This design comes from an exercise in tuning for a short achievable clock period, few clock cycles per item and low power on the open sky130 flow, not from production work. At most, simulation tests tie the RTL to the original design; equivalence was not proved. For run 1, only the layout was checked, not whether the RTL still works. Power figures rest on the tool's default switching activity, not on a simulated workload.

## flow/design.v (module list and top-level ports; edited modules follow where they fit)
// module fp_round: 91 lines
// module fmul_pipe: 2360 lines
module fmul_pipe
#(
    parameter int EXP   = 8,
    parameter int FRAC  = 23,
    parameter int WIDTH = EXP + FRAC + 1
) (
    input  logic              clk,
    input  logic              rst,
    input  logic              in_valid,
    output logic              in_ready,
    input  logic [WIDTH-1:0]  a,
    input  logic [WIDTH-1:0]  b,
    input  logic [1:0]        round_mode,
    output logic              out_valid,
    input  logic              out_ready,
    output logic [WIDTH-1:0]  r,
    output logic [NFLAGS-1:0] flags
);
  // ...
==> flow/run.sh <==
#!/bin/bash
# synth_recipe.tcl (not shown) runs the flow's synth.tcl, then flattens the netlist and writes it again
# the make line also repeats each setting of config.mk as NAME=value (left out here)
make -C /OpenROAD-flow-scripts/flow DESIGN_CONFIG=/design/flow/config.mk WORK_HOME=/design/flow/orfs CLKGATE_MAP_FILE= SYNTH_SCRIPT=/design/flow/synth_recipe.tcl finish
==> flow/config.mk <==
export PLATFORM = sky130hd
export DESIGN_NAME = fmul_pipe
export DESIGN_NICKNAME = fmul_pipe
export VERILOG_FILES = /design/flow/design.v
export SDC_FILE = /design/flow/constraint.sdc
export NUM_CORES = 4
export LEC_CHECK = 0
export CAP_MARGIN = 20
export CORE_MARGIN = 2
export CORE_UTILIZATION = 40
export CTS_CLUSTER_DIAMETER = 150
export CTS_CLUSTER_SIZE = 20
export SETUP_SLACK_MARGIN = 4.3
export SLEW_MARGIN = 20
==> flow/constraint.sdc <==
create_clock -name core_clock -period 8.0 [get_ports {clk}]
set_input_delay 1.6000 -clock core_clock [delete_from_list [all_inputs] [get_ports {clk}]]
set_output_delay 1.6000 -clock core_clock [all_outputs]
set_load 0.01 [all_outputs]
==> flow_metrics.env, run 1 <==
export IMPL_outcome="timing/DRC/antenna clean"
export IMPL_synth_compound_area_share_pct=7.98
export IMPL_ios=109
export IMPL_synthFlopType="dfxtp_1"
export IMPL_dieHeight_um=299
export IMPL_timing_final_ws_setup_ps=4280
export IMPL_synthAdderAreaFrac_pct=33.9
export IMPL_numClockSinks=459
export IMPL_vias_per_cell=5.23
export IMPL_rsz0062_at_grt="true"
export IMPL_initial_utilization_pct=40.2
export IMPL_ys_ff_latch=459
export IMPL_cts_max_level=1
export IMPL_reg2reg_slack_ps=4330
export IMPL_synth_xor_area_share_pct=2.01
export IMPL_route_detailed_drc=0
export IMPL_p_total_w=0.0124
export IMPL_layout_nets=4191
export IMPL_synth_simple_area_share_pct=13.9
export IMPL_bufAreaShareNonClock_pct=6.94
export IMPL_vias=24326
export IMPL_power_leader="combinational cells"
export IMPL_nNonClkInverters=555
export IMPL_met3_usage_pct=3.21
export IMPL_multi_input_comb_cells=2168
export IMPL_grt_pass1_vias=25126
export IMPL_signal_buffers=268
export IMPL_grt_pass1_wl_um=148000
export IMPL_crit_start="b[29]"
export IMPL_clock_area_share_pct=1.78
export IMPL_cts_post_setup_buffers_inserted=51
export IMPL_wl_um=97400
export IMPL_grt_antenna_before_repair=5
export IMPL_slew_headroom_pct=34.9
==> run 2: changes to the inputs <==
--- a/flow/design.v
+++ b/flow/design.v
@@ -2440,17 +2440,17 @@
     logic [2:0]  cnt_n;
     assign pop   = hv & out_ready;
     assign push  = v2;
     assign hfree = ~hv | pop;
     assign bemp  = (bcnt == 3'd0);
     assign brd   = hfree & ~bemp;
     assign bwr   = push & ~(hfree & bemp);
     assign cnt_n = cnt + 3'(acc) - 3'(pop);
-    assign xw    = {x_r, x_f};
+    assign xw    = {x_r, x_f} & {37{bwr}};
     always_ff @(posedge clk or posedge rst) begin
         if (rst) begin
             hv       <= 1'b0;
             bcnt     <= 3'd0;
             rp       <= 3'd0;
             wp       <= 3'd0;
             cnt      <= 3'd0;
             in_ready <= 1'b1;
--- a/flow/config.mk
+++ b/flow/config.mk
@@ -7,8 +7,9 @@
 export LEC_CHECK = 0
 export CAP_MARGIN = 20
 export CORE_MARGIN = 2
 export CORE_UTILIZATION = 40
 export CTS_CLUSTER_DIAMETER = 150
 export CTS_CLUSTER_SIZE = 20
 export SETUP_SLACK_MARGIN = 4.3
 export SLEW_MARGIN = 20
+export TNS_END_PERCENT = 10
==> flow_metrics.env, run 2 <==
export IMPL_rows=108
export IMPL_ys_ff_latch=459
export IMPL_yosysUniqueCellTypes=97
export IMPL_worstMarginPinSlew_ps=1010
export IMPL_synth_edf_count=180
export IMPL_synth_top_cells_by_area="fa_1 (28%), edfxtp_1 (15%), dfxtp_1 (15%)"
export IMPL_power_density_nw_per_um2=304
export IMPL_numClockSinks=459
export IMPL_rsz0062_at_grt="true"
export IMPL_ant_nets=0
export IMPL_grt_ovfl_total=0
export IMPL_syn_inst=3390
export IMPL_initial_utilization_pct=40.4
export IMPL_cts_buffer_depth=3
export IMPL_finalSetupTns_ps=0
export IMPL_timing_final_crit_period_ps=3840
export IMPL_core_um2=87000
export IMPL_outcome="timing/DRC/antenna clean"
export IMPL_synth_most_common_cell="inv_1"
export IMPL_p_leak_nw=17.3
export IMPL_critical_path_class="reg -> reg"
export IMPL_route_detailed_drc=0
export IMPL_final_hold_viol_count=0
export IMPL_cp_max_fo=24
export IMPL_die_area_um2=90400
export IMPL_portBuffers=107
export IMPL_grt_pass1_wl_um=149000
export IMPL_cts_hold_buf=0
export IMPL_clock_skew_ps=37.7
export IMPL_timing_final_ws_setup_ps=4160
export IMPL_layout_cells_most_common="inv_1"
export IMPL_synthArstFlopShare_pct=3.70
export IMPL_synth_fp_nets=4103
export IMPL_synth_area_leader_cell="fa_1"
export IMPL_cts_max_level=1
export IMPL_clk_latency_ps=630
export IMPL_hold_path_class="reg -> reg"
export IMPL_top_regs="bq: 144 flops, h_q: 36 flops, p_F: 27 flops"
export IMPL_firstDrtPassIters=8
export IMPL_dpl_worst_slack_ps=2830
export IMPL_most_common_layout_cells="inv_1 (530), fa_1 (489), and2_1 (307)"
export IMPL_vias=24368
export IMPL_root_buffer="clkbuf_16"
export IMPL_drt_iter0_markers=1773
export IMPL_synth_warnings=3
export IMPL_grt_pass1_vias=25160
export IMPL_dieHeight_um=301
export IMPL_fin_cells=4655
export IMPL_fillers=8180
export IMPL_slew_headroom_pct=32.9
export IMPL_syn_avg_cell_area_um2=10.4
export IMPL_area_growth_pct=12.8
export IMPL_dp_hpwl_um=68200
export IMPL_cts_made_buffers=26
export IMPL_regMostFlops="bq"
export IMPL_wl_um=97700
export IMPL_dp_cells=4548
export IMPL_yosysSeqAreaShare_pct=31.5
export IMPL_min_period_over_period_pct=48.0
export IMPL_vias_per_cell=5.23
export IMPL_startpoint_type="flop"
export IMPL_register_area_um2=11100
export IMPL_ir_drop_mv=0.237
export IMPL_synthFlopType="dfxtp_1"
export IMPL_synth_common_cells="inv_1 (535), fa_1 (499), and2_1 (310)"
export IMPL_critPathCaptureType="flop"
export IMPL_largest_register_ffs=144
export IMPL_layout_nets=4197
export IMPL_synth_area_um2=35200
export IMPL_drv_slew=0
export IMPL_multi_input_area_um2=22000
export IMPL_layout_drive_gt1_share_pct=9.44
export IMPL_place_gp_congestion=0.873
export IMPL_cts_reportedPaths_clkPinSlew_ps=90
export IMPL_grt_usage_pct=21.7
export IMPL_die_x_um=301
export IMPL_setup_viol=0
export IMPL_maxCapViolCount=0
export IMPL_grt_antenna_before_repair=3
export IMPL_wl_per_cell_um=21.0
export IMPL_cts_tree="built"
export IMPL_cp_data_required_time_ps=8500
export IMPL_fmax_ghz=0.261
export IMPL_reg2reg_slack_ps=4160
export IMPL_grt_max_degree=63
export IMPL_ios=109
export IMPL_crit_arrival_ps=4340
export IMPL_synth_top_area_share_pct=28.4
## run 2: changes by cell type after synthesis, sizes merged, moves of 7 or more
cell | before | now
mux2i | 68 | 97
o211a | 25 | 0
a21o | 44 | 21
nand2 | 264 | 280
o31ai | 6 | 18
a21oi | 92 | 103
xnor2 | 37 | 26
mux2 | 13 | 4
nor3 | 24 | 32
o211ai | 16 | 24
o21ai | 64 | 71
## run 2: per-layer routing
| layer | vias up | track usage, % | routed length (um) |
|---|---|---|---|
| li1 | 11056 | - | - |
| met3 | 224 | 4.33 | 7410 |
| met2 | 955 | 35.5 | 45100 |
| met1 | 12133 | 28.9 | 41200 |
| met4 | 0 | 7.27 | 3990 |
| met5 | - | 0 | 0 |
## run 2: kinds of logic after synthesis
| kind of cell | count (synthesis) | share of synthesized area (%) |
|---|---|---|
| other | 1 | 0.0107 |
| AND/OR/NAND/NOR | 1005 | 14.4 |
| XOR/XNOR | 74 | 1.84 |
| buffers and inverters | 714 | 7.89 |
| flip-flops | 459 | 31.5 |
| adder cells (fa/ha/maj) | 643 | 33.5 |
| AO/OA/AOI/OAI | 392 | 7.93 |
| multiplexers | 102 | 2.95 |
## run 2: power breakdown
part | total (W) | switching [W] | internal [W]
registers | 0.00378 | 0.000443 | 0.00333
clock network | 0.00136 | 0.000758 | 0.000603
logic | 0.00694 | 0.00411 | 0.00283
## run 2: cell type report
| class | count | share of cell area [%] |
|---|---|---|
| multi-input combinational | 2220 | 55.3 |
| sequential | 459 | 28.0 |
| timing repair buffer | 222 | 5.68 |
| inverter | 555 | 5.52 |
| tap | 1155 | 3.64 |
| clock buffer | 39 | 1.76 |
| clock inverter | 1 | 0.0410 |
| antenna | 4 | 0.0252 |
## run 2: final timing paths
path                       startpoint      end  cells past startpoint
min                             nan_B    nan_C                      0
min reg2reg                     nan_B    nan_C                      0
min in group asynchronous         rst    rp[0]                      2
max reg2reg                   xa_B[9]  qC_27_1                     10
max in group asynchronous         rst    rp[2]                      2
max                           xa_B[9]  qC_27_1                     10
## run 2: critical path, stage by stage (launching register included)
cell     delay (ps)
dfxtp_1         320
buf_6           200
and2_1          220
fa_1            450
fa_1            420
fa_1            560
inv_1            50
fa_1            460
fa_1            520
inv_1            60
fa_1            450
## run 2: repair_timing
item | 4_1_cts | 5_1_grt
pin swaps | 5 | 19
setup endpoints to repair | 405 | 292
cloned | 3 | 4
resized for setup | 113 | 137
buffers inserted | 30 | 26
## run 2: metrics by stage
stage	total power, W	hold WS [ps]	area (um^2)	util, %
floorplan	0.00822	310	35300	-
global placement	0.0105	311	37500	43.1
global route	0.0132	341	39700	45.6
detailed placement	0.0106	317	37500	43.1
finish	0.0121	334	39700	45.6
CTS	0.0120	336	38900	44.7
Testbench counts of run 2, summed over its fixed seeds: cycles 32,032, items 32,000.
==> run 3: changes to the inputs <==
--- a/flow/config.mk
+++ b/flow/config.mk
@@ -14,2 +14,2 @@
 export SLEW_MARGIN = 20
-export TNS_END_PERCENT = 10
+export TNS_END_PERCENT = 40
==> flow_metrics.env, run 3 <==
export IMPL_critical_path_class="reg -> reg"
export IMPL_timing_final_crit_period_ps=3720
export IMPL_clk_latency_ps=630
export IMPL_endpoint="qC_27_1"
export IMPL_firstDrtPassIters=9
export IMPL_hold_start="nan_B"
export IMPL_min_period_over_period_pct=46.5
export IMPL_layout_nets=4216
export IMPL_initial_utilization_pct=40.4
export IMPL_synthFlopType="dfxtp_1"
export IMPL_finalSetupTns_ps=0
export IMPL_yosysUniqueCellTypes=97
export IMPL_slew_headroom_pct=32.0
export IMPL_final_hold_viol_count=0
export IMPL_synth_warnings=3
export IMPL_top_regs="bq: 144 flops, h_q: 36 flops, p_F: 27 flops"
export IMPL_outcome="timing/DRC/antenna clean"
export IMPL_rows=108
export IMPL_ys_ff_latch=459
export IMPL_synth_fp_nets=4103
export IMPL_vias_per_cell=5.22
export IMPL_drv_slew=0
export IMPL_crit_start="xa_B[9]"
export IMPL_crit_arrival_ps=4220
export IMPL_layout_cells_most_common="inv_1"
export IMPL_rsz0062_at_grt="true"
export IMPL_synth_edf_count=180
export IMPL_wl_per_cell_um=21.3
export IMPL_fillers=8130
export IMPL_portBuffers=107
export IMPL_cts_buffer_depth=3
export IMPL_synth_most_common_cell="inv_1"
export IMPL_ir_drop_mv=0.235
export IMPL_reg2reg_slack_ps=4280
export IMPL_die_area_um2=90400
export IMPL_synth_common_cells="inv_1 (535), fa_1 (499), and2_1 (310)"
export IMPL_dieHeight_um=301
export IMPL_grt_usage_pct=21.7
export IMPL_reg2regPathDepth=10
export IMPL_grt_antenna_before_repair=4
export IMPL_fmax_ghz=0.269
export IMPL_setup_viol=0
export IMPL_fin_cells=4673
export IMPL_core_um2=87000
export IMPL_yosysSeqAreaShare_pct=31.5
export IMPL_numClockSinks=459
export IMPL_p_leak_nw=17.4
export IMPL_regMostFlops="bq"
export IMPL_register_area_um2=11100
export IMPL_largest_register_ffs=144
export IMPL_r2r_start="xa_B[9]"
export IMPL_root_buffer="clkbuf_16"
export IMPL_multi_input_area_um2=22100
export IMPL_synth_top_cells_by_area="fa_1 (28%), edfxtp_1 (15%), dfxtp_1 (15%)"
export IMPL_synthArstFlopShare_pct=3.70
export IMPL_hold_path_class="reg -> reg"
export IMPL_cp_max_fo=24
export IMPL_power_density_nw_per_um2=304
export IMPL_cp_data_required_time_ps=8500
export IMPL_wl_um=99300
export IMPL_critPathCaptureType="flop"
export IMPL_cts_made_buffers=26
export IMPL_maxCapViolCount=0
export IMPL_grt_pass1_vias=25181
export IMPL_synth_area_leader_cell="fa_1"
export IMPL_most_common_layout_cells="inv_1 (529), fa_1 (477), and2_1 (302)"
export IMPL_grt_ovfl_total=0
export IMPL_synth_top_area_share_pct=28.4
export IMPL_area_growth_pct=14.1
export IMPL_place_gp_congestion=0.873
export IMPL_cts_max_level=1
export IMPL_dp_hpwl_um=68200
export IMPL_drt_iter0_markers=1769
export IMPL_clock_skew_ps=39.1
export IMPL_layout_drive_gt1_share_pct=10.8
export IMPL_syn_avg_cell_area_um2=10.4
export IMPL_dp_cells=4548
export IMPL_ant_nets=0
export IMPL_grt_pass1_wl_um=149000
export IMPL_die_x_um=301
export IMPL_route_detailed_drc=0
export IMPL_cts_reportedPaths_clkPinSlew_ps=90
export IMPL_ios=109
export IMPL_startpoint_type="flop"
export IMPL_worstMarginPinSlew_ps=1020
export IMPL_syn_inst=3390
export IMPL_synth_area_um2=35200
export IMPL_cts_tree="built"
export IMPL_worstReg2RegEnd="qC_27_1"
export IMPL_grt_max_degree=63
export IMPL_vias=24385
export IMPL_final_util_pct=46.1
## run 3: cell type report
type / count / share of cell area, %
repair buffers: 240 / 6.46
inverters: 555 / 5.47
flip-flops and latches: 459 / 27.7
diodes: 3 / 0.0187
clock inverters: 1 / 0.0405
well taps: 1155 / 3.60
multi-input cells: 2221 / 54.9
clock buffers: 39 / 1.74
## run 3: cell families after synthesis
| family | after synthesis | synth area share (%) |
|---|---|---|
| AND/OR/NAND/NOR | 1005 | 14.4 |
| buffers and inverters | 714 | 7.89 |
| adder cells (fa/ha/maj) | 643 | 33.5 |
| flip-flops | 459 | 31.5 |
| AO/OA/AOI/OAI | 392 | 7.93 |
| multiplexers | 102 | 2.95 |
| XOR/XNOR | 74 | 1.84 |
| other | 1 | 0.0107 |
## run 3: per-layer routing
metal  wire length [um]  global-route usage (%)  vias up
met4               4340                    7.30        2
li1                   -                       -    11087
met1              41900                    29.0    12154
met5                 23                       0        -
met2              45700                    35.4      915
met3               7440                    4.33      227
## run 3: what timing repair did
action                                  in CTS  in global routing
hold buffers                                 0                  0
resized for setup                          132                183
pin swaps                                    6                 34
cloned                                       3                 10
buffers inserted                            30                 39
endpoints found under the setup margin     405                294
## run 3: through the flow
stage                     hold WS, ps  area, um^2  setup WS (ps)  total power [W]
after floorplan                   310       35300           4250          0.00822
after global placement            311       37500           2940           0.0105
after detailed placement          317       37500           2830           0.0106
after CTS                         336       39000           4060           0.0121
after global routing              341       40200           4180           0.0133
final                             334       40200           4280           0.0122
## run 3: worst min-delay path by stage
stage | end | depth (start not counted)
2_1_floorplan | dirup_C | 0
3_3_place_gp | sgn_F | 0
3_5_place_dp | rne_F | 0
4_1_cts | sgn_F | 0
5_1_grt | sgn_F | 0
6_report | nan_C | 0
## run 3: critical path, stage by stage, from the launching register on
cell and delay [ps]:
dfxtp_1 330, buf_12 170, and2_4 180, fa_1 440, fa_2 540, inv_1 50, fa_1 480, fa_1 520
inv_1 60, fa_1 370, fa_1 440
## run 3: where the power goes
group | leakage [nW] | total, W | switching (W) | internal [W]
Combinational | 13.0 | 0.00706 | 0.00415 | 0.00290
Clock | 0.343 | 0.00136 | 0.000760 | 0.000604
Sequential | 4.12 | 0.00378 | 0.000446 | 0.00333
Total | 17.4 | 0.0122 | 0.00536 | 0.00684
==> run 4: changes to the inputs <==
--- a/flow/config.mk
+++ b/flow/config.mk
@@ -14,2 +14 @@
 export SLEW_MARGIN = 20
-export TNS_END_PERCENT = 40
==> flow_metrics.env, run 4 <==
export IMPL_drv_slew=0
export IMPL_power_density_nw_per_um2=300
export IMPL_clock_skew_ps=42.2
export IMPL_most_common_layout_cells="inv_1 (529), fa_1 (466), and2_1 (303)"
export IMPL_vias=24875
export IMPL_startpoint_type="input pin"
export IMPL_critPathMaxStageDelay_ps=610
export IMPL_ys_ff_latch=459
export IMPL_setup_viol=0
export IMPL_firstDrtPassIters=9
export IMPL_synth_most_common_cell="inv_1"
export IMPL_die_area_um2=90400
export IMPL_timing_final_crit_period_ps=3680
export IMPL_power_switching_w=0.00536
export IMPL_crit_family="simple AND/OR/NAND/NOR gates"
export IMPL_dp_hpwl_um=67900
export IMPL_syn_avg_cell_area_um2=10.4
export IMPL_clk_latency_ps=630
export IMPL_top_regs="bq: 144 flops, h_q: 36 flops, p_F: 27 flops"
export IMPL_cp_max_fo=8
export IMPL_p_leak_nw=17.5
export IMPL_synth_area_leader_cell="fa_1"
export IMPL_synth_area_um2=35200
export IMPL_syn_inst=3390
export IMPL_ant_nets=0
export IMPL_fmax_ghz=0.272
export IMPL_min_period_over_period_pct=46.0
export IMPL_synthArstFlopShare_pct=3.70
export IMPL_synthFlopType="dfxtp_1"
export IMPL_grt_usage_pct=22.2
export IMPL_pwr_share_clk_pct=11.3
export IMPL_cts_made_buffers=26
export IMPL_r2r_start="xb_B[13]"
export IMPL_slew_headroom_pct=37.6
export IMPL_cts_reportedPaths_clkPinSlew_ps=80
export IMPL_cts_hold_buf=0
export IMPL_worstMarginPinSlew_ps=933
export IMPL_cts_tree="built"
export IMPL_layout_cells_most_common="inv_1"
export IMPL_rows=108
export IMPL_grt_pass1_vias=25546
export IMPL_wl_um=101000
export IMPL_grt_antenna_before_repair=4
export IMPL_intPower_w=0.00683
export IMPL_cp_data_required_time_ps=8500
export IMPL_path_cells="dlygate4sd2_1, or4_4, nor2_4, buf_12, nand2_4, nor2_4, buf_12, buf_4, mux2i_2, mux2i_1, a21o_1, a221o_1"
export IMPL_critical_path_class="in -> reg"
export IMPL_p_seq_share_pct=31.0
export IMPL_met3_usage_pct=3.80
export IMPL_timing_final_ws_setup_ps=4320
export IMPL_dpl_worst_slack_ps=2940
export IMPL_wl_per_cell_um=21.4
export IMPL_cts_buffer_depth=3
export IMPL_largest_register_ffs=144
export IMPL_grt_ovfl_total=0
export IMPL_layout_drive_gt1_share_pct=12.7
export IMPL_maxCapViolCount=0
export IMPL_drt_iter0_markers=1735
export IMPL_synth_edf_count=180
export IMPL_critPathSlowestCell="or4_4"
export IMPL_final_hold_viol_count=0
export IMPL_ir_drop_mv=0.223
export IMPL_swShare_pct=43.9
export IMPL_synth_common_cells="inv_1 (535), fa_1 (499), and2_1 (310)"
export IMPL_crit_arrival_ps=4180
export IMPL_hold_ws_ps=331
export IMPL_root_buffer="clkbuf_16"
export IMPL_place_gp_congestion=0.876
export IMPL_core_um2=87000
export IMPL_critPathCaptureType="flop"
export IMPL_grt_pass1_wl_um=153000
export IMPL_crit_start="b[26]"
export IMPL_dieHeight_um=301
export IMPL_fin_cells=4702
export IMPL_reg2reg_slack_ps=4360
export IMPL_initial_utilization_pct=40.4
export IMPL_path_buf_inv=4
export IMPL_synth_fp_nets=4103
export IMPL_ios=109
export IMPL_synth_top_area_share_pct=28.4
export IMPL_dp_cells=4550
export IMPL_yosysUniqueCellTypes=97
export IMPL_layout_nets=4245
export IMPL_finalSetupTns_ps=0
export IMPL_die_x_um=301
export IMPL_area_growth_pct=15.4
export IMPL_yosysSeqAreaShare_pct=31.5
export IMPL_numClockSinks=459
export IMPL_portBuffers=107
export IMPL_fillers=8081
export IMPL_met2_usage_pct=35.7
export IMPL_hold_start="inf_C"
export IMPL_grt_max_degree=63
export IMPL_cts_max_level=1
export IMPL_vias_per_cell=5.29
export IMPL_regMostFlops="bq"
export IMPL_route_detailed_drc=0
export IMPL_grtUsageMet1_pct=30.2
export IMPL_comb_power_share_pct=57.7
export IMPL_top_usage_layer="met2"
export IMPL_rsz0062_at_grt="true"
export IMPL_hold_path_class="reg -> reg"
export IMPL_outcome="timing/DRC/antenna clean"
export IMPL_synth_warnings=3
export IMPL_synth_top_cells_by_area="fa_1 (28%), edfxtp_1 (15%), dfxtp_1 (15%)"
run 4: cell type report:
class / count / area, um^2 / share of cell area (%)
Multi-Input combinational cell: 2220 / 22200 / 54.7
Antenna cell: 2 / 5.00 / 0.0123
Clock buffer: 40 / 703 / 1.73
Inverter: 555 / 2220 / 5.47
Timing Repair Buffer: 270 / 2860 / 7.05
Sequential cell: 459 / 11100 / 27.5
Tap cell: 1155 / 1450 / 3.56
Clock inverter: 1 / 16.3 / 0.0401
run 4: per-layer routing:
layer	vias up	wire length, um
li1	11148	-
met1	12484	42400
met2	989	46200
met3	250	7490
met4	4	4570
met5	-	23
run 4: power groups by stage:
stage	clock, W	combinational [W]	sequential (W)
2_1_floorplan	0	0.00450	0.00373
3_3_place_gp	0	0.00664	0.00383
3_5_place_dp	0	0.00678	0.00384
4_1_cts	0.00142	0.00694	0.00378
5_1_grt	0.00150	0.00795	0.00385
6_report	0.00138	0.00703	0.00377
run 4: through the flow:
stage	power, W	util, %	cell area [um^2]
floorplan	0.00822	-	35300
global placement	0.0105	43.2	37600
detailed placement	0.0106	43.2	37600
CTS	0.0121	45.6	39700
global route	0.0133	46.7	40600
finish	0.0122	46.7	40600
run 4: cell families (layout without fill, tap and decap cells):
| family | after synthesis | in the layout | share of synthesized area (%) |
|---|---|---|---|
| xor gates and xnor gates | 74 | 74 | 1.84 |
| adders and majority gates | 643 | 643 | 33.5 |
| buffers and inverters | 714 | 866 | 7.89 |
| other | 1 | 3 | 0.0107 |
| muxes | 102 | 102 | 2.95 |
| AOI/OAI and AO/OA | 392 | 393 | 7.93 |
| DFF | 459 | 459 | 31.5 |
| and+or+nand+nor | 1005 | 1007 | 14.4 |
run 4: path summary, 6_finish.rpt:
path / to / cells past startpoint
setup / recovery: xb_B[20] / 12
hold / removal: inf_F / 0
setup reg to reg: qC_25_1 / 11
hold reg to reg: inf_F / 0
max in group asynchronous: v0 / 2
min in group asynchronous: hv / 2
run 4: worst reg2reg max path, stage by stage, from the launching register on:
cell and delay (ps):
dfxtp_4 380, clkinvlp_4 70, buf_6 150, nor2_1 80
fa_2 390, fa_2 530, inv_1 60, fa_1 460
fa_1 500, inv_1 60, fa_2 350, fa_1 450
run 4: what timing repair did:
| action | in CTS | in global routing |
|---|---|---|
| setup buffers | 64 | 34 |
| cloned | 7 | 4 |
| gates resized for setup | 215 | 162 |
| endpoints found under the setup margin | 252 | 174 |
| pin swaps | 21 | 47 |
==> run 5: changes to the inputs <==
--- a/flow/config.mk
+++ b/flow/config.mk
@@ -12,2 +12,3 @@
 export CTS_CLUSTER_SIZE = 20
+export GPL_ROUTABILITY_DRIVEN = 0
 export SETUP_SLACK_MARGIN = 4.3
==> flow_metrics.env, run 5 <==
export IMPL_outcome="timing/DRC/antenna clean"
export IMPL_vias_per_cell=5.29
export IMPL_slew_headroom_pct=37.6
export IMPL_regMostFlops="bq"
export IMPL_fmax_ghz=0.272
export IMPL_numClockSinks=459
export IMPL_p_leak_nw=17.5
export IMPL_fin_cells=4702
export IMPL_pwr_share_clk_pct=11.3
export IMPL_root_buffer="clkbuf_16"
export IMPL_dieHeight_um=301
export IMPL_p_seq_share_pct=31.0
export IMPL_layout_drive_gt1_share_pct=12.7
export IMPL_grt_usage_pct=22.2
export IMPL_ir_drop_mv=0.223
export IMPL_synthArstFlopShare_pct=3.70
export IMPL_final_hold_viol_count=0
export IMPL_cp_max_fo=8
export IMPL_firstDrtPassIters=9
export IMPL_clock_skew_ps=42.2
export IMPL_die_area_um2=90400
export IMPL_power_switching_w=0.00536
export IMPL_synth_edf_count=180
export IMPL_critPathSlowestCell="or4_4"
export IMPL_dp_cells=4550
export IMPL_synth_top_cells_by_area="fa_1 (28%), edfxtp_1 (15%), dfxtp_1 (15%)"
export IMPL_drv_slew=0
export IMPL_die_x_um=301
export IMPL_cts_reportedPaths_clkPinSlew_ps=80
export IMPL_cp_data_required_time_ps=8500
export IMPL_core_um2=87000
export IMPL_critPathMaxStageDelay_ps=610
export IMPL_crit_family="simple AND/OR/NAND/NOR gates"
export IMPL_top_layer_used="met5"
export IMPL_syn_avg_cell_area_um2=10.4
export IMPL_rows=108
export IMPL_synth_most_common_cell="inv_1"
export IMPL_synthFlopType="dfxtp_1"
export IMPL_synth_area_um2=35200
export IMPL_synth_fp_nets=4103
export IMPL_synth_warnings=3
export IMPL_area_growth_pct=15.4
export IMPL_wl_um=101000
export IMPL_grt_ovfl_total=0
export IMPL_critical_path_class="in -> reg"
export IMPL_power_density_nw_per_um2=300
export IMPL_min_period_over_period_pct=46.0
export IMPL_ys_ff_latch=459
export IMPL_cts_max_level=1
export IMPL_cts_hold_buf=0
export IMPL_synth_common_cells="inv_1 (535), fa_1 (499), and2_1 (310)"
export IMPL_yosysSeqAreaShare_pct=31.5
export IMPL_ios=109
export IMPL_cts_tree="built"
export IMPL_wl_met3_um=7490
export IMPL_rsz0062_at_grt="true"
export IMPL_fillers=8081
export IMPL_setup_viol=0
export IMPL_grt_pass1_wl_um=153000
export IMPL_hold_path_class="reg -> reg"
export IMPL_ant_nets=0
export IMPL_critPathCaptureType="flop"
export IMPL_top_regs="bq: 144 flops, h_q: 36 flops, p_F: 27 flops"
export IMPL_most_common_layout_cells="inv_1 (529), fa_1 (466), and2_1 (303)"
export IMPL_grt_antenna_before_repair=4
export IMPL_synth_top_area_share_pct=28.4
export IMPL_comb_power_share_pct=57.7
export IMPL_finalSetupTns_ps=0
export IMPL_drt_iter0_markers=1735
export IMPL_crit_arrival_ps=4180
export IMPL_intPower_w=0.00683
export IMPL_timing_final_crit_period_ps=3680
export IMPL_clk_latency_ps=630
export IMPL_cts_buffer_depth=3
export IMPL_grt_max_degree=63
export IMPL_layout_cells_most_common="inv_1"
export IMPL_path_buf_inv=4
export IMPL_largest_register_ffs=144
export IMPL_met2_length_um=46200
export IMPL_wl_per_cell_um=21.4
export IMPL_met1_length_um=42400
export IMPL_yosysUniqueCellTypes=97
export IMPL_maxCapViolCount=0
export IMPL_dp_hpwl_um=67900
export IMPL_worstMarginPinSlew_ps=933
export IMPL_vias=24875
export IMPL_initial_utilization_pct=40.4
export IMPL_startpoint_type="input pin"
export IMPL_synth_area_leader_cell="fa_1"
export IMPL_syn_inst=3390
export IMPL_cts_made_buffers=26
export IMPL_portBuffers=107
export IMPL_swShare_pct=43.9
export IMPL_route_detailed_drc=0
export IMPL_grt_pass1_vias=25546
export IMPL_path_cells="dlygate4sd2_1, or4_4, nor2_4, buf_12, nand2_4, nor2_4, buf_12, buf_4, mux2i_2, mux2i_1, a21o_1, a221o_1"
export IMPL_layout_nets=4245
==> run 5: cell counts after synthesis <==
No cell type changed its count.
==> run 5: power by group through the flow <==
stage	logic, W	registers, W	clock network (W)
floorplan	0.00450	0.00373	0
global placement	0.00664	0.00383	0
detailed placement	0.00678	0.00384	0
CTS	0.00694	0.00378	0.00142
global route	0.00795	0.00385	0.00150
finish	0.00703	0.00377	0.00138
==> run 5: final cells by class <==
| cell class | count | area (um^2) | share of cell area, % |
|---|---|---|---|
| diodes | 2 | 5.00 | 0.0123 |
| clock buffers | 40 | 703 | 1.73 |
| clock inverters | 1 | 16.3 | 0.0401 |
| inverters | 555 | 2220 | 5.47 |
| multi-input cells | 2220 | 22200 | 54.7 |
| flip-flops and latches | 459 | 11100 | 27.5 |
| well taps | 1155 | 1450 | 3.56 |
| repair buffers | 270 | 2860 | 7.05 |
==> run 5: layer usage <==
metal  global-route usage [%]  vias to the layer above
met4                     8.28                        4
met1                     30.2                    12484
li1                         -                    11148
met5                        0                        -
met3                     3.80                      250
met2                     35.7                      989
==> run 5: per-stage QoR <==
step | hold slack (ps) | power, W | worst slack [ps] | util, % | instance area, um^2
after floorplan | 310 | 0.00822 | 4250 | - | 35300
after global placement | 311 | 0.0105 | 3090 | 43.2 | 37600
after detailed placement | 312 | 0.0106 | 2940 | 43.2 | 37600
after CTS | 332 | 0.0121 | 4260 | 45.6 | 39700
after global routing | 336 | 0.0133 | 4220 | 46.7 | 40600
final | 331 | 0.0122 | 4320 | 46.7 | 40600
==> run 5: repair_timing <==
action,CTS,global route
setup buffers,64,34
gates resized for setup,215,162
cloned,7,4
setup endpoints to repair,252,174
pin swaps,21,47
==> run 5: cells by family (layout without fill, tap and decap cells) <==
group / after synthesis / in the layout / synth area share, %
AND/OR/NAND/NOR: 1005 / 1007 / 14.4
buffers and inverters: 714 / 866 / 7.89
adder cells (fa/ha/maj): 643 / 643 / 33.5
flip-flops: 459 / 459 / 31.5
AO/OA/AOI/OAI: 392 / 393 / 7.93
multiplexers: 102 / 102 / 2.95
XOR/XNOR: 74 / 74 / 1.84
other: 1 / 3 / 0.0107
==> run 5: worst paths after layout <==
check                      slack [ps]  cells after the start        to      from
max                              4320                     12  xb_B[20]     b[26]
min                               330                      0     inf_F     inf_C
max reg2reg                      4360                     11   qC_25_1  xb_B[13]
min reg2reg                       330                      0     inf_F     inf_C
max in group asynchronous        6170                      2        v0       rst
min in group asynchronous        1400                      2        hv       rst
==> run 6: changes to the inputs <==
--- a/flow/config.mk
+++ b/flow/config.mk
@@ -7,2 +7,3 @@
 export LEC_CHECK = 0
+export ABC_AREA = 1
 export CAP_MARGIN = 20
@@ -12,4 +13,3 @@
 export CTS_CLUSTER_SIZE = 20
-export GPL_ROUTABILITY_DRIVEN = 0
-export SETUP_SLACK_MARGIN = 4.3
+export SETUP_SLACK_MARGIN = 4.2
 export SLEW_MARGIN = 20
==> flow_metrics.env, run 6 <==
export IMPL_critical_path_class="reg -> reg"
export IMPL_p_total_w=0.0121
export IMPL_synthAdderAreaFrac_pct=32.5
export IMPL_synth_simple_area_share_pct=17.5
export IMPL_synth_warnings=3
export IMPL_setup_viol=0
export IMPL_drv_slew=0
export IMPL_grt_pass1_wl_um=156000
export IMPL_synth_edf_count=180
export IMPL_cts_max_level=1
export IMPL_portBuffers=107
export IMPL_yosysSeqAreaShare_pct=30.5
export IMPL_worstMarginPinSlew_ps=798
export IMPL_fmax_ghz=0.268
export IMPL_firstDrtPassIters=5
export IMPL_synthFlopType="dfxtp_1"
export IMPL_p_seq_share_pct=31.0
export IMPL_maxCapViolCount=0
export IMPL_hold_path_class="reg -> reg"
export IMPL_pwr_share_clk_pct=12.0
export IMPL_cts_made_buffers=27
export IMPL_clock_skew_ps=31.7
export IMPL_layout_nets=5042
export IMPL_synth_area_um2=36300
export IMPL_cp_data_required_time_ps=8490
export IMPL_final_hold_viol_count=0
export IMPL_startpoint_type="flop"
export IMPL_crit_arrival_ps=4220
export IMPL_most_common_layout_cells="inv_1 (1,095), nand2_1 (920), fa_1 (487)"
export IMPL_synth_top_cells_by_area="fa_1 (27%), edfxtp_1 (15%), dfxtp_1 (14%)"
export IMPL_cts_hold_buf=0
export IMPL_cp_max_fo=24
export IMPL_register_area_um2=11200
export IMPL_syn_avg_cell_area_um2=8.52
export IMPL_yosysUniqueCellTypes=57
export IMPL_synth_common_cells="inv_1 (1,100), nand2_1 (936), fa_1 (499)"
export IMPL_hold_path_cell_count=0
export IMPL_swShare_pct=44.3
export IMPL_wl_um=100000
export IMPL_min_period_over_period_pct=46.6
export IMPL_multi_input_area_um2=20900
export IMPL_numClockSinks=459
export IMPL_cts_buffer_depth=3
export IMPL_comb_power_share_pct=57.0
export IMPL_regMostFlops="bq"
export IMPL_layout_drive_gt1_share_pct=6.61
export IMPL_hold_ws_ps=323
export IMPL_synth_mux_area_share_pct=0
export IMPL_critPathCaptureType="flop"
export IMPL_root_buffer="clkbuf_16"
export IMPL_ios=109
export IMPL_reg2regPathDepth=11
export IMPL_antenna_cells=0
export IMPL_dieHeight_um=305
export IMPL_timing_final_ws_setup_ps=4270
export IMPL_die_x_um=305
export IMPL_ant_nets=0
export IMPL_top_regs="bq: 144 flops, h_q: 36 flops, p_F: 27 flops"
export IMPL_rsz0062_at_grt="true"
export IMPL_grt_antenna_before_repair=1
export IMPL_grt_max_degree=47
export IMPL_grt_pass1_vias=28180
export IMPL_synth_area_leader_cell="fa_1"
export IMPL_grt_usage_pct=21.3
export IMPL_area_growth_pct=12.3
export IMPL_rows=110
export IMPL_initial_utilization_pct=40.4
export IMPL_synth_top_family_by_area="adder cells"
export IMPL_grt_ovfl_total=0
export IMPL_place_gp_congestion=0.882
export IMPL_vias_per_cell=4.98
export IMPL_timing_final_crit_period_ps=3730
export IMPL_power_switching_w=0.00536
export IMPL_synth_most_common_cell="inv_1"
export IMPL_power_density_nw_per_um2=297
export IMPL_p_leak_nw=21.0
export IMPL_vias=27499
export IMPL_die_area_um2=93300
export IMPL_synthArstFlopShare_pct=3.70
export IMPL_slew_headroom_pct=46.5
export IMPL_synth_xor_area_share_pct=1.11
export IMPL_ir_drop_mv=0.206
export IMPL_syn_inst=4266
export IMPL_core_um2=90000
export IMPL_intPower_w=0.00674
export IMPL_route_detailed_drc=0
export IMPL_outcome="timing/DRC/antenna clean"
export IMPL_clk_latency_ps=620
export IMPL_fillers=8809
export IMPL_cts_tree="built"
export IMPL_drt_iter0_markers=1986
export IMPL_synth_compound_area_share_pct=5.06
export IMPL_synth_fp_nets=4979
export IMPL_ys_ff_latch=459
export IMPL_dp_hpwl_um=66600
export IMPL_synth_top_area_share_pct=27.5
export IMPL_finalSetupTns_ps=0
export IMPL_dpl_worst_slack_ps=2620
export IMPL_largest_register_ffs=144
export IMPL_wl_per_cell_um=18.2
export IMPL_layout_cells_most_common="inv_1"
export IMPL_cts_reportedPaths_clkPinSlew_ps=90
## run 6: layer usage
layer | share of wire (%) | global-route usage [%] | vias to the layer above
li1 | - | - | 12872
met1 | 42 | 28.1 | 13424
met2 | 48 | 36.7 | 1001
met3 | 6.9 | 2.59 | 202
met4 | 3.4 | 6.31 | 0
met5 | 0 | 0 | -
## run 6: worst paths after layout
| check | startpoint | endpoint | slack (ps) |
|---|---|---|---|
| max in group asynchronous | rst | wp[0] | 6160 |
| worst min-delay path | e0_C[5] | e0_F[5] | 320 |
| worst max register to register | xa_B[4] | qC_23_1 | 4270 |
| min in group asynchronous | rst | cnt[1] | 1400 |
| worst min register to register | e0_C[5] | e0_F[5] | 320 |
| worst max-delay path | xa_B[4] | qC_23_1 | 4270 |
## run 6: kinds of logic (layout without fill, tap and decap cells)
kind of cell,after synthesis,in the layout
xor gates and xnor gates,46,46
adders and majority gates,643,643
DFF,459,459
and+or+nand+nor,1507,1513
buffers and inverters,1291,1361
other,1,1
AOI/OAI and AO/OA,319,320
## run 6: worst max-delay path, cell delays in order (launching register included)
cell	delay [ps]
dfxtp_1	320
buf_6	200
nand2_1	90
inv_1	60
fa_2	380
fa_2	570
inv_1	50
fa_1	460
fa_1	540
inv_1	60
fa_2	390
fa_1	470
## run 6: area by class of cell
type / count / share of cell area (%)
clock inverters: 2 / 0.0982
flip-flops and latches: 459 / 27.4
well taps: 1176 / 3.61
multi-input cells: 2523 / 51.2
clock buffers: 41 / 1.81
repair inverters: 2 / 0.0368
repair buffers: 202 / 5.56
inverters: 1114 / 10.3
## run 6: power groups by stage
| stage | sequential (W) | combinational (W) | clock [W] |
|---|---|---|---|
| global route | 0.00384 | 0.00790 | 0.00156 |
| finish | 0.00376 | 0.00690 | 0.00145 |
| detailed placement | 0.00383 | 0.00673 | 0 |
| global placement | 0.00382 | 0.00661 | 0 |
| floorplan | 0.00373 | 0.00450 | 0 |
| CTS | 0.00377 | 0.00680 | 0.00149 |
## run 6: what timing repair did
| action | in CTS | in global routing |
|---|---|---|
| setup endpoints to repair | 231 | 233 |
| gates resized for setup | 68 | 132 |
| gates cloned | 2 | 13 |
| pin swaps | 2 | 38 |
| buffers inserted | 6 | 31 |
## run 6: per-stage QoR
step                      utilization [%]  cell area [um^2]  instances
after floorplan                         -             36400       4266
after global placement               42.9             38600       5424
after detailed placement             42.9             38600       5424
after CTS                            44.2             39800       5475
after global routing                 45.3             40800       5519
final                                45.3             40800       5519
==> run 7: changes to the inputs <==
--- a/flow/config.mk
+++ b/flow/config.mk
@@ -13,3 +13,3 @@
 export CTS_CLUSTER_SIZE = 20
-export SETUP_SLACK_MARGIN = 4.2
+export SETUP_SLACK_MARGIN = 4.45
 export SLEW_MARGIN = 20
==> flow_metrics.env, run 7 <==
export IMPL_final_hold_viol_count=0
export IMPL_synth_most_common_cell="inv_1"
export IMPL_maxCapViolCount=0
export IMPL_crit_family="adder cells"
export IMPL_rows=110
export IMPL_crit_path_frequent_cell="fa_2"
export IMPL_min_period_over_period_pct=45.5
export IMPL_grt_pass1_vias=28744
export IMPL_final_util_pct=47.9
export IMPL_ant_nets=0
export IMPL_area_growth_pct=18.8
export IMPL_p_leak_nw=22.0
export IMPL_power_density_nw_per_um2=292
export IMPL_critical_path_class="reg -> reg"
export IMPL_regMostFlops="bq"
export IMPL_core_um2=90000
export IMPL_cp_num_cells=11
export IMPL_p_seq_share_pct=29.9
export IMPL_vias_per_cell=5.06
export IMPL_cts_hold_buf=0
export IMPL_register_area_um2=11200
export IMPL_vias=28473
export IMPL_synth_area_leader_cell="fa_1"
export IMPL_reg2reg_slack_ps=4360
export IMPL_route_detailed_drc=0
export IMPL_path_cells="buf_4, nand2_1, inv_1, fa_2, fa_2, inv_2, fa_2, fa_1, inv_1, fa_2, fa_1"
export IMPL_drt_iter0_markers=2141
export IMPL_cp_data_required_time_ps=8460
export IMPL_layout_drive_gt1_share_pct=15.0
export IMPL_yosysUniqueCellTypes=57
export IMPL_most_common_layout_cells="inv_1 (1,061), nand2_1 (868), fa_1 (415)"
export IMPL_outcome="timing/DRC/antenna clean"
export IMPL_syn_inst=4266
export IMPL_fmax_ghz=0.275
export IMPL_portBuffers=107
export IMPL_firstDrtPassIters=6
export IMPL_intPower_w=0.00701
export IMPL_grt_pass1_wl_um=165000
export IMPL_clk_latency_ps=610
export IMPL_worstReg2RegEnd="qC_27_1"
export IMPL_p_total_w=0.0126
export IMPL_die_area_um2=93300
export IMPL_dieHeight_um=305
export IMPL_hold_start="e0_C[8]"
export IMPL_synthFlopType="dfxtp_1"
export IMPL_grt_usage_pct=22.8
export IMPL_swShare_pct=44.3
export IMPL_cts_made_buffers=26
export IMPL_synth_common_cells="inv_1 (1,100), nand2_1 (936), fa_1 (499)"
export IMPL_clock_skew_ps=45.6
export IMPL_wl_per_cell_um=19.4
export IMPL_design_area_um2=43100
export IMPL_numClockSinks=459
export IMPL_syn_avg_cell_area_um2=8.52
export IMPL_critPathCaptureType="flop"
export IMPL_largest_register_ffs=144
export IMPL_cts_buffer_depth=3
export IMPL_pwr_share_clk_pct=11.0
export IMPL_initial_utilization_pct=40.4
export IMPL_cts_max_level=1
export IMPL_synth_top_area_share_pct=27.5
export IMPL_cts_reportedPaths_clkPinSlew_ps=110
export IMPL_yosysSeqAreaShare_pct=30.5
export IMPL_worstHoldEndpoint="e0_F[8]"
export IMPL_reg2regPathDepth=11
export IMPL_power_switching_w=0.00558
export IMPL_finalSetupTns_ps=0
export IMPL_place_area_um2=38600
export IMPL_critPathSlowestCell="fa_2"
export IMPL_grt_ovfl_total=0
export IMPL_grt_max_degree=47
export IMPL_rsz0062_at_grt="true"
export IMPL_critPathMaxStageDelay_ps=550
export IMPL_grt_antenna_before_repair=3
export IMPL_comb_power_share_pct=59.1
export IMPL_hold_path_cell_count=0
export IMPL_ys_ff_latch=459
export IMPL_place_gp_congestion=0.873
export IMPL_hold_path_class="reg -> reg"
export IMPL_synth_warnings=3
export IMPL_timing_final_ws_setup_ps=4360
export IMPL_fillers=8486
export IMPL_die_x_um=305
export IMPL_ios=109
export IMPL_synth_fp_nets=4979
export IMPL_cts_tree="built"
export IMPL_synth_area_um2=36300
export IMPL_setup_viol=0
export IMPL_synth_edf_count=180
export IMPL_dpl_worst_slack_ps=2700
export IMPL_cp_max_fo=5
export IMPL_slew_headroom_pct=39.5
export IMPL_top_regs="bq: 144 flops, h_q: 36 flops, p_F: 27 flops"
export IMPL_worstMarginPinSlew_ps=906
export IMPL_crit_arrival_ps=4100
export IMPL_wl_um=109000
export IMPL_timing_final_crit_period_ps=3640
export IMPL_root_buffer="clkbuf_16"
export IMPL_multi_input_area_um2=22000
export IMPL_r2r_start="xb_B[18]"
export IMPL_layout_nets=5149
export IMPL_dp_hpwl_um=67700
export IMPL_layout_cells_most_common="inv_1"
export IMPL_ir_drop_mv=0.232
export IMPL_drv_slew=0
export IMPL_synthArstFlopShare_pct=3.70
export IMPL_synth_top_cells_by_area="fa_1 (27%), edfxtp_1 (15%), dfxtp_1 (14%)"
export IMPL_path_buf_inv=4
export IMPL_startpoint_type="flop"
-- run 7: cell type report --
cell class	instances	share of cell area (%)
diodes	1	0.00580
clock buffers	39	1.67
inverters	1114	9.79
multi-input cells	2526	51.0
flip-flops and latches	459	26.0
well taps	1176	3.41
repair buffers	308	8.17
repair inverters	1	0.0174
-- run 7: worst max-delay path by stage --
stage	from	end	slack, ps
after floorplan	xa_B[7]	qC_29_1	4440
after global placement	a[1]	xa_B[13]	2790
after detailed placement	b[27]	xb_B[10]	2700
after CTS	xb_B[20]	qC_24_1	4360
after global routing	p_F[3]	bq[1][0]	4320
final	xb_B[18]	qC_27_1	4360
-- run 7: kinds of logic after synthesis --
family                     after synthesis  synth area share (%)
xor gates and xnor gates                46                  1.11
DFF                                    459                  30.5
buffers and inverters                 1291                  13.4
adders and majority gates              643                  32.5
other                                    1                0.0103
AOI/OAI and AO/OA                      319                  5.06
and+or+nand+nor                       1507                  17.5
-- run 7: layer usage --
| metal | GRT usage, % | vias to the layer above | share of wire, % |
|---|---|---|---|
| met2 | 38.8 | 1249 | 47 |
| met1 | 29.4 | 13776 | 40 |
| li1 | - | 13113 | - |
| met4 | 9.27 | 2 | 5.6 |
| met3 | 3.09 | 333 | 7.8 |
| met5 | 0 | - | 0.012 |
-- run 7: repair_timing --
action,in CTS,in global routing
resized for setup,197,376
pin swaps,43,145
gates cloned,15,9
setup endpoints to repair,278,249
buffers inserted,96,51
-- run 7: power groups by stage --
stage	clock network (W)	logic (W)	registers [W]
floorplan	0	0.00452	0.00374
global placement	0	0.00661	0.00385
detailed placement	0	0.00677	0.00387
CTS	0.00143	0.00712	0.00378
global route	0.00150	0.00842	0.00384
finish	0.00138	0.00744	0.00376
-- run 7: through the flow --
stage               instances  hold WS, ps
floorplan                4266          310
global placement         5413          311
detailed placement       5413          312
CTS                      5563          334
global route             5623          337
finish                   5624          332
==> run 8: changes to the inputs <==
--- a/flow/config.mk
+++ b/flow/config.mk
@@ -13,3 +13,3 @@
 export CTS_CLUSTER_SIZE = 20
-export SETUP_SLACK_MARGIN = 4.45
+export SETUP_SLACK_MARGIN = 4.3
 export SLEW_MARGIN = 20
==> flow_metrics.env, run 8 <==
export IMPL_grt_pass1_vias=28226
export IMPL_synthFlopType="dfxtp_1"
export IMPL_syn_inst=4266
export IMPL_ys_ff_latch=459
export IMPL_crit_arrival_ps=4100
export IMPL_initial_utilization_pct=40.4
export IMPL_cts_buffer_depth=3
export IMPL_cts_made_buffers=27
export IMPL_wl_um=103000
export IMPL_clk_latency_ps=620
export IMPL_maxCapViolCount=0
export IMPL_synth_common_cells="inv_1 (1,100), nand2_1 (936), fa_1 (499)"
export IMPL_timing_final_crit_period_ps=3600
export IMPL_synth_most_common_cell="inv_1"
export IMPL_final_hold_viol_count=0
export IMPL_drv_slew=0
export IMPL_root_buffer="clkbuf_16"
export IMPL_worstMarginPinSlew_ps=807
export IMPL_layout_nets=5058
export IMPL_startpoint_type="flop"
export IMPL_largest_register_ffs=144
export IMPL_layout_drive_gt1_share_pct=7.80
export IMPL_layout_cells_most_common="inv_1"
export IMPL_area_growth_pct=14.0
export IMPL_fmax_ghz=0.278
export IMPL_vias_per_cell=5.00
export IMPL_cts_reportedPaths_clkPinSlew_ps=90
export IMPL_place_gp_congestion=0.886
export IMPL_dieHeight_um=305
export IMPL_hold_path_class="reg -> reg"
export IMPL_slew_headroom_pct=46.1
export IMPL_timing_final_ws_setup_ps=4400
export IMPL_top_regs="bq: 144 flops, h_q: 36 flops, p_F: 27 flops"
export IMPL_cts_tree="built"
export IMPL_grt_ovfl_total=0
export IMPL_die_area_um2=93300
export IMPL_wl_per_cell_um=18.7
export IMPL_grt_usage_pct=21.7
export IMPL_portBuffers=107
export IMPL_cts_hold_buf=0
export IMPL_synth_top_cells_by_area="fa_1 (27%), edfxtp_1 (15%), dfxtp_1 (14%)"
export IMPL_yosysUniqueCellTypes=57
export IMPL_route_detailed_drc=0
export IMPL_synthArstFlopShare_pct=3.70
export IMPL_grt_max_degree=47
export IMPL_most_common_layout_cells="inv_1 (1,089), nand2_1 (904), fa_1 (469)"
export IMPL_ant_nets=0
export IMPL_p_leak_nw=21.2
export IMPL_synth_warnings=3
export IMPL_synth_fp_nets=4979
export IMPL_critical_path_class="reg -> reg"
export IMPL_critPathCaptureType="flop"
export IMPL_min_period_over_period_pct=45.0
export IMPL_drt_iter0_markers=2241
export IMPL_synth_area_leader_cell="fa_1"
export IMPL_yosysSeqAreaShare_pct=30.5
export IMPL_synth_area_um2=36300
export IMPL_power_density_nw_per_um2=294
export IMPL_cp_max_fo=12
export IMPL_vias=27661
export IMPL_synth_edf_count=180
export IMPL_cts_max_level=1
export IMPL_dp_hpwl_um=66300
export IMPL_rows=110
export IMPL_numClockSinks=459
export IMPL_cp_data_required_time_ps=8510
export IMPL_reg2regPathDepth=11
export IMPL_dpl_worst_slack_ps=2510
export IMPL_rsz0062_at_grt="true"
export IMPL_firstDrtPassIters=8
export IMPL_grt_antenna_before_repair=2
export IMPL_synth_top_area_share_pct=27.5
export IMPL_final_util_pct=46.0
export IMPL_hold_path_cell_count=0
export IMPL_outcome="timing/DRC/antenna clean"
export IMPL_finalSetupTns_ps=0
export IMPL_die_x_um=305
export IMPL_ir_drop_mv=0.211
export IMPL_ios=109
export IMPL_regMostFlops="bq"
export IMPL_setup_viol=0
export IMPL_clock_skew_ps=36.6
export IMPL_core_um2=90000
export IMPL_grt_pass1_wl_um=158000
export IMPL_syn_avg_cell_area_um2=8.52
-- run 8: final cells by class --
| type | instances | area (um^2) |
|---|---|---|
| Multi-Input combinational cell | 2527 | 21100 |
| Antenna cell | 2 | 5.00 |
| Fill cell | 8699 | 48600 |
| Timing Repair Buffer | 215 | 2690 |
| Clock inverter | 3 | 45.0 |
| Clock buffer | 39 | 721 |
| Inverter | 1114 | 4220 |
| Sequential cell | 459 | 11200 |
| Tap cell | 1176 | 1470 |
| Timing Repair inverter | 1 | 7.51 |
-- run 8: metal layers --
metal | vias up | GRT usage (%) | share of wire, %
met5 | - | 0 | 0.017
met4 | 2 | 6.59 | 4.4
met3 | 242 | 3.29 | 7.7
met2 | 1109 | 37.3 | 47
met1 | 13375 | 28.1 | 41
li1 | 12933 | - | -
-- run 8: what timing repair did --
action / 4_1_cts / 5_1_grt
pin swaps: 11 / 40
endpoints found under the setup margin: 257 / 231
gates resized for setup: 120 / 167
gates cloned: 9 / 18
buffers inserted: 11 / 34
-- run 8: worst max-delay path, cell delays in order, from the launching register on --
cell and delay (ps):
dfxtp_2 390, buf_12 160, nand2_1 90, fa_1 420, inv_1 90, fa_2 410, inv_1 90, fa_2 440
fa_1 500, inv_1 60, fa_1 380, fa_1 440
-- run 8: kinds of logic (layout without fill, tap and decap cells) --
kind of cell / count (synthesis) / in the layout / synth area share [%]
AND/OR/NAND/NOR: 1507 / 1517 / 17.5
buffers and inverters: 1291 / 1372 / 13.4
XOR/XNOR: 46 / 46 / 1.11
AO/OA/AOI/OAI: 319 / 320 / 5.06
flip-flops: 459 / 459 / 30.5
adder cells (fa/ha/maj): 643 / 643 / 32.5
other: 1 / 3 / 0.0103
-- run 8: worst paths after layout --
path	start	end	slack [ps]
worst min-delay path	e0_C[6]	e0_F[6]	330
max in group asynchronous	rst	wp[0]	6150
worst max register to register	xa_B[5]	qC_26_1	4400
worst max-delay path	xa_B[5]	qC_26_1	4400
min in group asynchronous	rst	cnt[1]	1390
worst min register to register	e0_C[6]	e0_F[6]	330
-- run 8: power by group --
part,internal (W),switching [W],total [W]
Combinational,0.00280,0.00418,0.00698
Clock,0.000635,0.000788,0.00142
Sequential,0.00335,0.000411,0.00376
Total,0.00678,0.00538,0.0122
-- run 8: metrics by stage --
stage | area [um^2] | hold WS [ps] | std cells | power, W
CTS | 40200 | 328 | 5482 | 0.0121
finish | 41400 | 327 | 5536 | 0.0122
detailed placement | 38600 | 312 | 5420 | 0.0106
floorplan | 36400 | 310 | 4266 | 0.00824
global route | 41400 | 337 | 5534 | 0.0134
global placement | 38600 | 311 | 5420 | 0.0104
==> run 9: changes to the inputs <==
--- a/flow/config.mk
+++ b/flow/config.mk
@@ -8,3 +8,3 @@
 export ABC_AREA = 1
-export CAP_MARGIN = 20
+export CAP_MARGIN = 10
 export CORE_MARGIN = 2
@@ -14,2 +14,2 @@
 export SETUP_SLACK_MARGIN = 4.3
-export SLEW_MARGIN = 20
+export SLEW_MARGIN = 10
==> flow_metrics.env, run 9 <==
export IMPL_maxCapViolCount=0
export IMPL_grt_pass1_wl_um=158000
export IMPL_rows=110
export IMPL_synth_top_area_share_pct=27.5
export IMPL_grt_antenna_before_repair=2
export IMPL_cts_hold_buf=0
export IMPL_path_cells="buf_12, nand2_1, fa_1, inv_1, fa_2, inv_1, fa_2, fa_1, inv_1, fa_1, fa_1"
export IMPL_synthFlopType="dfxtp_1"
export IMPL_critical_path_class="reg -> reg"
export IMPL_final_hold_viol_count=0
export IMPL_clock_skew_ps=36.6
export IMPL_synth_top_cells_by_area="fa_1 (27%), edfxtp_1 (15%), dfxtp_1 (14%)"
export IMPL_crit_start="xa_B[5]"
export IMPL_critPathSlowestCell="fa_1"
export IMPL_critPathMaxStageDelay_ps=500
export IMPL_final_util_pct=46.0
export IMPL_ir_drop_mv=0.211
export IMPL_syn_inst=4266
export IMPL_dieHeight_um=305
export IMPL_hold_path_class="reg -> reg"
export IMPL_drt_iter0_markers=2241
export IMPL_layout_drive_gt1_share_pct=7.80
export IMPL_clk_latency_ps=620
export IMPL_synth_most_common_cell="inv_1"
export IMPL_firstDrtPassIters=8
export IMPL_reg2regPathDepth=11
export IMPL_portBuffers=107
export IMPL_die_area_um2=93300
export IMPL_worstReg2RegEnd="qC_26_1"
export IMPL_top_usage_layer="met2"
export IMPL_synth_common_cells="inv_1 (1,100), nand2_1 (936), fa_1 (499)"
export IMPL_die_x_um=305
export IMPL_numClockSinks=459
export IMPL_cts_buffer_depth=3
export IMPL_area_growth_pct=14.0
export IMPL_cp_data_required_time_ps=8510
export IMPL_ys_ff_latch=459
export IMPL_reg2reg_slack_ps=4400
export IMPL_vias_per_cell=5.00
export IMPL_power_density_nw_per_um2=294
export IMPL_rsz0062_at_grt="true"
export IMPL_grt_usage_pct=21.7
export IMPL_cts_max_level=1
export IMPL_endpoint="qC_26_1"
export IMPL_core_um2=90000
export IMPL_top_regs="bq: 144 flops, h_q: 36 flops, p_F: 27 flops"
export IMPL_initial_utilization_pct=40.4
export IMPL_p_leak_nw=21.2
export IMPL_timing_final_ws_setup_ps=4400
export IMPL_layout_cells_most_common="inv_1"
export IMPL_synthArstFlopShare_pct=3.70
export IMPL_fillers=8699
export IMPL_met2_usage_pct=37.3
export IMPL_timing_final_crit_period_ps=3600
export IMPL_crit_path_frequent_cell="fa_1"
export IMPL_synth_area_um2=36300
export IMPL_most_common_layout_cells="inv_1 (1,089), nand2_1 (904), fa_1 (469)"
export IMPL_critPathCaptureType="flop"
export IMPL_cp_num_cells=11
export IMPL_crit_arrival_ps=4100
export IMPL_startpoint_type="flop"
export IMPL_slew_headroom_pct=46.1
export IMPL_grtUsageMet1_pct=28.1
export IMPL_cts_reportedPaths_clkPinSlew_ps=90
export IMPL_layout_nets=5058
export IMPL_vias=27661
export IMPL_grt_ovfl_total=0
export IMPL_setup_viol=0
export IMPL_grt_max_degree=47
export IMPL_finalSetupTns_ps=0
export IMPL_cp_max_fo=12
export IMPL_syn_avg_cell_area_um2=8.52
export IMPL_ant_nets=0
export IMPL_place_gp_congestion=0.886
export IMPL_regMostFlops="bq"
export IMPL_route_detailed_drc=0
export IMPL_synth_warnings=3
export IMPL_path_buf_inv=4
export IMPL_drv_slew=0
export IMPL_min_period_over_period_pct=45.0
export IMPL_yosysSeqAreaShare_pct=30.5
export IMPL_cts_tree="built"
export IMPL_synth_area_leader_cell="fa_1"
export IMPL_largest_register_ffs=144
export IMPL_cts_made_buffers=27
export IMPL_wl_um=103000
export IMPL_wl_per_cell_um=18.7
export IMPL_synth_fp_nets=4979
export IMPL_grt_pass1_vias=28226
export IMPL_synth_edf_count=180
export IMPL_worstMarginPinSlew_ps=807
export IMPL_register_area_um2=11200
export IMPL_r2r_start="xa_B[5]"
export IMPL_root_buffer="clkbuf_16"
export IMPL_met3_usage_pct=3.29
export IMPL_yosysUniqueCellTypes=57
export IMPL_dp_hpwl_um=66300
export IMPL_dpl_worst_slack_ps=2510
export IMPL_ios=109
export IMPL_outcome="timing/DRC/antenna clean"
export IMPL_multi_input_area_um2=21100
export IMPL_crit_family="adder cells"
export IMPL_fmax_ghz=0.278
run 9: layout make-up:
type,count,share of cell area (%)
repair inverters,1,0.0181
flip-flops and latches,459,27.0
inverters,1114,10.2
clock inverters,3,0.109
clock buffers,39,1.74
diodes,2,0.0121
well taps,1176,3.55
repair buffers,215,6.49
multi-input cells,2527,50.8
run 9: worst min path at each step:
stage,cells after the start,end,slack (ps),startpoint
after floorplan,0,dirup_C,310,dirup_B
after detailed placement,0,e0_F[1],310,e0_C[1]
after CTS,0,e0_F[6],330,e0_C[6]
after global placement,0,e0_F[1],310,e0_C[1]
final,0,e0_F[6],330,e0_C[6]
after global routing,0,nan_F,340,nan_C
run 9: worst register-to-register path: cells and delay by family, from the launching register on:
family	cells	cell delay [ps]
adders and majority gates	6	2590
DFF	1	390
buffers and inverters	4	400
and+or+nand+nor	1	110
run 9: cells by family after synthesis:
logic type | Yosys count | share of synthesized area (%)
and+or+nand+nor | 1507 | 17.5
buffers and inverters | 1291 | 13.4
AOI/OAI and AO/OA | 319 | 5.06
xor gates and xnor gates | 46 | 1.11
DFF | 459 | 30.5
adders and majority gates | 643 | 32.5
other | 1 | 0.0103
run 9: where the power goes:
part / total, W / leakage (nW) / internal, W / switching (W)
clock network: 0.00142 / 0.370 / 0.000635 / 0.000788
logic: 0.00698 / 16.8 / 0.00280 / 0.00418
registers: 0.00376 / 4.11 / 0.00335 / 0.000411
run 9: timing repair:
action | CTS | global route
buffers inserted | 11 | 34
setup endpoints to repair | 257 | 231
pin swaps | 11 | 40
gates resized for setup | 120 | 167
cloned | 9 | 18
run 9: through the flow:
stage	power [W]	area (um^2)	hold WS, ps	cells
after detailed placement	0.0106	38600	312	5420
after CTS	0.0121	40200	328	5482
after global placement	0.0104	38600	311	5420
final	0.0122	41400	327	5536
after global routing	0.0134	41400	337	5534
after floorplan	0.00824	36400	310	4266
run 9: metal layers:
layer,up-vias,wire [um]
met3,242,7930
li1,12933,-
met2,1109,48500
met5,-,18
met4,2,4570
met1,13375,42400

==> port drivers added, routing unchanged <==
No port has a modelled driver above. Below, the same layouts with a new extraction and two added sets of constraints. Step 1 sets driving cells, clkbuf_16 on the clock port and buf_2 on the other inputs (assumed; they add their load-dependent delay and slew). Step 2 moves the port delays by t, midway between the first and last clock arrival at a register: inputs arrive t later, outputs are due t later. That takes back most of the time a late clock gives input paths. a / b / c = ideal / step 1 / step 2; a / b = the first two.
run | t, ns | setup WS [ns] | hold WS [ns]
run 1 | 0.672 | 4.280 / 4.305 / 3.633 | 0.328 / 0.328 / 0.328
run 2 | 0.674 | 4.163 / 4.163 / 3.619 | 0.334 / 0.334 / 0.334
run 3 | 0.674 | 4.276 / 4.276 / 3.728 | 0.334 / 0.334 / 0.334
run 4 | 0.669 | 4.317 / 4.360 / 3.696 | 0.331 / 0.331 / 0.331
run 5 | 0.669 | 4.317 / 4.360 / 3.696 | 0.331 / 0.331 / 0.331
run 6 | 0.670 | 4.271 / 4.271 / 3.743 | 0.323 / 0.323 / 0.323
run 7 | 0.657 | 4.362 / 4.362 / 3.858 | 0.332 / 0.332 / 0.332
run 8 | 0.667 | 4.402 / 4.402 / 3.780 | 0.327 / 0.327 / 0.327
run 9 | 0.667 | 4.402 / 4.402 / 3.780 | 0.327 / 0.327 / 0.327
After both steps setup and hold are still met in every run listed. The setup slack of run 1, which loses most, moves by +0.025 ns with the drivers and by -0.647 ns with both steps.
